This is an optimization exercise on Yosys and OpenROAD, whose aim is small area, not a production implementation.
Function was checked by simulation only, so behaviour that the tests miss may differ from the original.
Power figures rest on the tool's default switching activity, not on a simulated workload.

## v7
// decode_stage
module decode_stage (
    input   logic        clk,
    input   logic        rst,
    input   logic [31:0] inst_i,
    input   logic        ex_wreg_i,
    input   logic [4:0]  ex_wd_i,
    input   logic [31:0] ex_wdata_i,
    input   logic        mem_wreg_i,
    input   logic [4:0]  mem_wd_i,
    input   logic [31:0] mem_wdata_i,
    input   logic        wb_we_i,
    input   logic [4:0]  wb_waddr_i,
    input   logic [31:0] wb_wdata_i,
    output  logic [7:0]  aluop_o,
    output  logic [2:0]  alusel_o,
    output  logic        wreg_o,
    output  logic [4:0]  wd_o,
    output  logic [31:0] reg1_o,
    output  logic [31:0] reg2_o
);
Settings: LEC_CHECK=0, ABC_CLOCK_PERIOD_IN_PS=7000, CAP_MARGIN=5, CORE_MARGIN=2, CORE_UTILIZATION=30, SLEW_MARGIN=5; clock period 8.5 ns.
standard.sh (not shown) runs the stock make flow with config.mk's settings and CLKGATE_MAP_FILE= SYNTH_SCRIPT=/design/flow/synth_recipe.tcl, a recipe that flattens the netlist after the stock synthesis.
==> flow/flow/run.sh <==
#!/bin/bash
# Layout flow: the standard ORFS flow (standard.sh) with changes to how
# the layout is built, not to what it is measured against:
#  - ports are buffered with a plain buffer instead of a delay cell,
#  - clock tree synthesis uses small clock buffers, larger sink clusters and
#    no dummy loads.
# Synthesis is the standard one, except that the aoi222 cells of the register
# read multiplexers are mapped on their own (kept as modules until mapping,
# then flattened as usual), so each becomes one AND-OR-invert gate. ORFS writes each step's log under orfs/logs;
# make's own output goes to flow_make.log here.
set -euo pipefail
cd "$(dirname "$0")/.."
bash standard.sh finish \
  "SYNTH_KEEP_MODULES=aoi222" \
  "BUFFER_PORTS_ARGS=-buffer_cell sky130_fd_sc_hd__buf_1" \
  "CTS_ARGS=-sink_clustering_enable -repair_clock_nets -dont_use_dummy_load -sink_clustering_size 12 -sink_clustering_max_diameter 50 -buf_list {sky130_fd_sc_hd__clkbuf_8}" \
  > flow_make.log 2>&1
v7 has completed all stages; timing, DRC and antenna checks passed.
Setup changes, v7 to v37
- CORE_UTILIZATION changed from 30 to 38
- CAP_MARGIN changed from 5 to 20
- SLEW_MARGIN changed from 5 to 20
diff --git a/flow/flow/run.sh b/flow/flow/run.sh
--- a/flow/flow/run.sh
+++ b/flow/flow/run.sh
@@ -14,3 +14,3 @@
   "SYNTH_KEEP_MODULES=aoi222" \
-  "BUFFER_PORTS_ARGS=-buffer_cell sky130_fd_sc_hd__buf_1" \
+  "BUFFER_PORTS_ARGS=-buffer_cell sky130_fd_sc_hd__buf_2" \
   "CTS_ARGS=-sink_clustering_enable -repair_clock_nets -dont_use_dummy_load -sink_clustering_size 12 -sink_clustering_max_diameter 50 -buf_list {sky130_fd_sc_hd__clkbuf_8}" \
==> comparison <==
Taking v7 as the reference point, the sequential share of layout area of v37 falls by 0.28 points. Diff v7 -> v37: minimum period implied by the final worst setup slack -62 ps, die area lower, combined global-route utilization of all metal layers increased by 6.4 points relative to the old numbers, slew at the pin closest to its max-slew limit dropped 48 ps. In terms of fraction of area in multi-input gates, v7 and v37 differ only marginally. v37 reports its worst setup path endpoint as reg1_o[1] while v7 reports reg2_o[18]. Compared with v7, v37 shows a worst slack on hold paths that is 120 ps lower. Setup slack after layout is lower on v7. Final cycle utilization of the critical path, v37 and v7: smaller value in v37. v7 has lower detailed placement HPWL than v37.
Changes in v26 relative to v37:
- changing SLEW_MARGIN from 20 to 5
- changing CAP_MARGIN from 20 to 5
- changing CORE_UTILIZATION from 38 to 30
==> flow/flow/run.sh <==
#!/bin/bash
# Layout flow: the standard ORFS flow (standard.sh) with changes to how
# the layout is built, not to what it is measured against:
#  - ports are buffered with a plain buf_1 instead of a delay cell,
#  - clock tree synthesis uses clkbuf_8 buffers only, in sink clusters of at
#    most 15 flip-flops, and inserts no dummy loads.
# Synthesis is the standard one, except that the aoi222 module of the register
# read multiplexers is kept until mapping (then flattened as usual), so each
# instance becomes one AND-OR-invert gate.
# ORFS writes each step's full log under orfs/logs; make's own output goes to
# flow_make.log here.
set -euo pipefail
cd "$(dirname "$0")/.."
bash standard.sh finish \
  "SYNTH_KEEP_MODULES=aoi222" \
  "BUFFER_PORTS_ARGS=-buffer_cell sky130_fd_sc_hd__buf_1" \
  "CTS_ARGS=-sink_clustering_enable -repair_clock_nets -dont_use_dummy_load -sink_clustering_size 15 -sink_clustering_max_diameter 50 -buf_list {sky130_fd_sc_hd__clkbuf_8}" \
  > flow_make.log 2>&1
### Flow results
Between v37 and v26, the difference in fraction of power spent switching nets is negligible.
The clock buffer and inverter area fraction after layout number comes out lower for v26 vs v37.
Measured against each other, v37 and v26 differ in power, the higher figure coming from v37.
Of v26 and v37, it is v26 that has the lower routability congestion estimate.
Taking v37 as the reference, in v26 site row count shows an increase of about 12%, wire length rose by 1.9%, final period demand of the worst path now larger, post-placement setup slack fell 70 ps.
The inputs of v28 differ from those of v26 as listed below.
==> flow/flow/run.sh <==
#!/bin/bash
# Layout flow: the standard ORFS flow (standard.sh) with changes to how
# the layout is built, not to what it is measured against:
#  - ports are buffered with a plain buffer instead of a delay cell,
#  - clock tree synthesis uses small clock buffers, larger sink clusters and
#    no dummy loads.
# Synthesis is the standard one, except that the aoi222 cells of the register
# read multiplexers are mapped on their own (kept as modules until mapping,
# then flattened as usual), so each becomes one AND-OR-invert gate. ORFS writes each step's log under orfs/logs;
# make's own output goes to flow_make.log here.
set -euo pipefail
cd "$(dirname "$0")/.."
bash standard.sh finish \
  "SYNTH_KEEP_MODULES=aoi222" \
  "BUFFER_PORTS_ARGS=-buffer_cell sky130_fd_sc_hd__buf_1" \
  "CTS_ARGS=-sink_clustering_enable -repair_clock_nets -dont_use_dummy_load -sink_clustering_size 15 -sink_clustering_max_diameter 50 -buf_list {sky130_fd_sc_hd__clkbuf_8}" \
  > flow_make.log 2>&1
==> summary.txt <==
v28 against v26: worst-margin pin slew barely changed; met2 layer wire length in the routed design was more or less identical; depth of the critical timing path with buffers and inverters included stayed essentially flat. Reported for v28 and v26, overall global routing resource usage turned out identical to the last digit. Comparing v26 against v28, there is no change at all in final cell count without fillers. Worst hold margin: v28 vs v26 identical.

-- separate check: timing with driven ports --
The results above use ideal ports. As a check the final layouts listed here were re-extracted and re-timed, cells and wires unchanged.
Step 1 assumes that a clkbuf_16 drives the clock port and a buf_2 every other input.
Step 2 also shifts input and output timing later by t, the mid clock arrival at the registers, as if the neighbouring blocks saw the same clock.
a / b / c = ideal ports / drivers / drivers and shift; a / b = the first two.
| run | shift t [ns] | slack for setup (ns) | worst data-port slew with drivers (ns) |
|---|---|---|---|
| v7 | 0.824 | 0.400 / 0.349 / 0.349 | 0.18 |
| v37 | 0.820 | 0.462 / 0.417 / 0.417 | 0.07 |
| v26 | 0.806 | 0.451 / 0.432 / 0.432 | 0.15 |
| v28 | 0.806 | 0.451 / 0.432 / 0.432 | 0.15 |
After both steps setup and hold are still met in every run listed. For v7, which loses most, drivers alone change the setup slack by -0.051 ns; drivers and shift together by -0.051 ns.
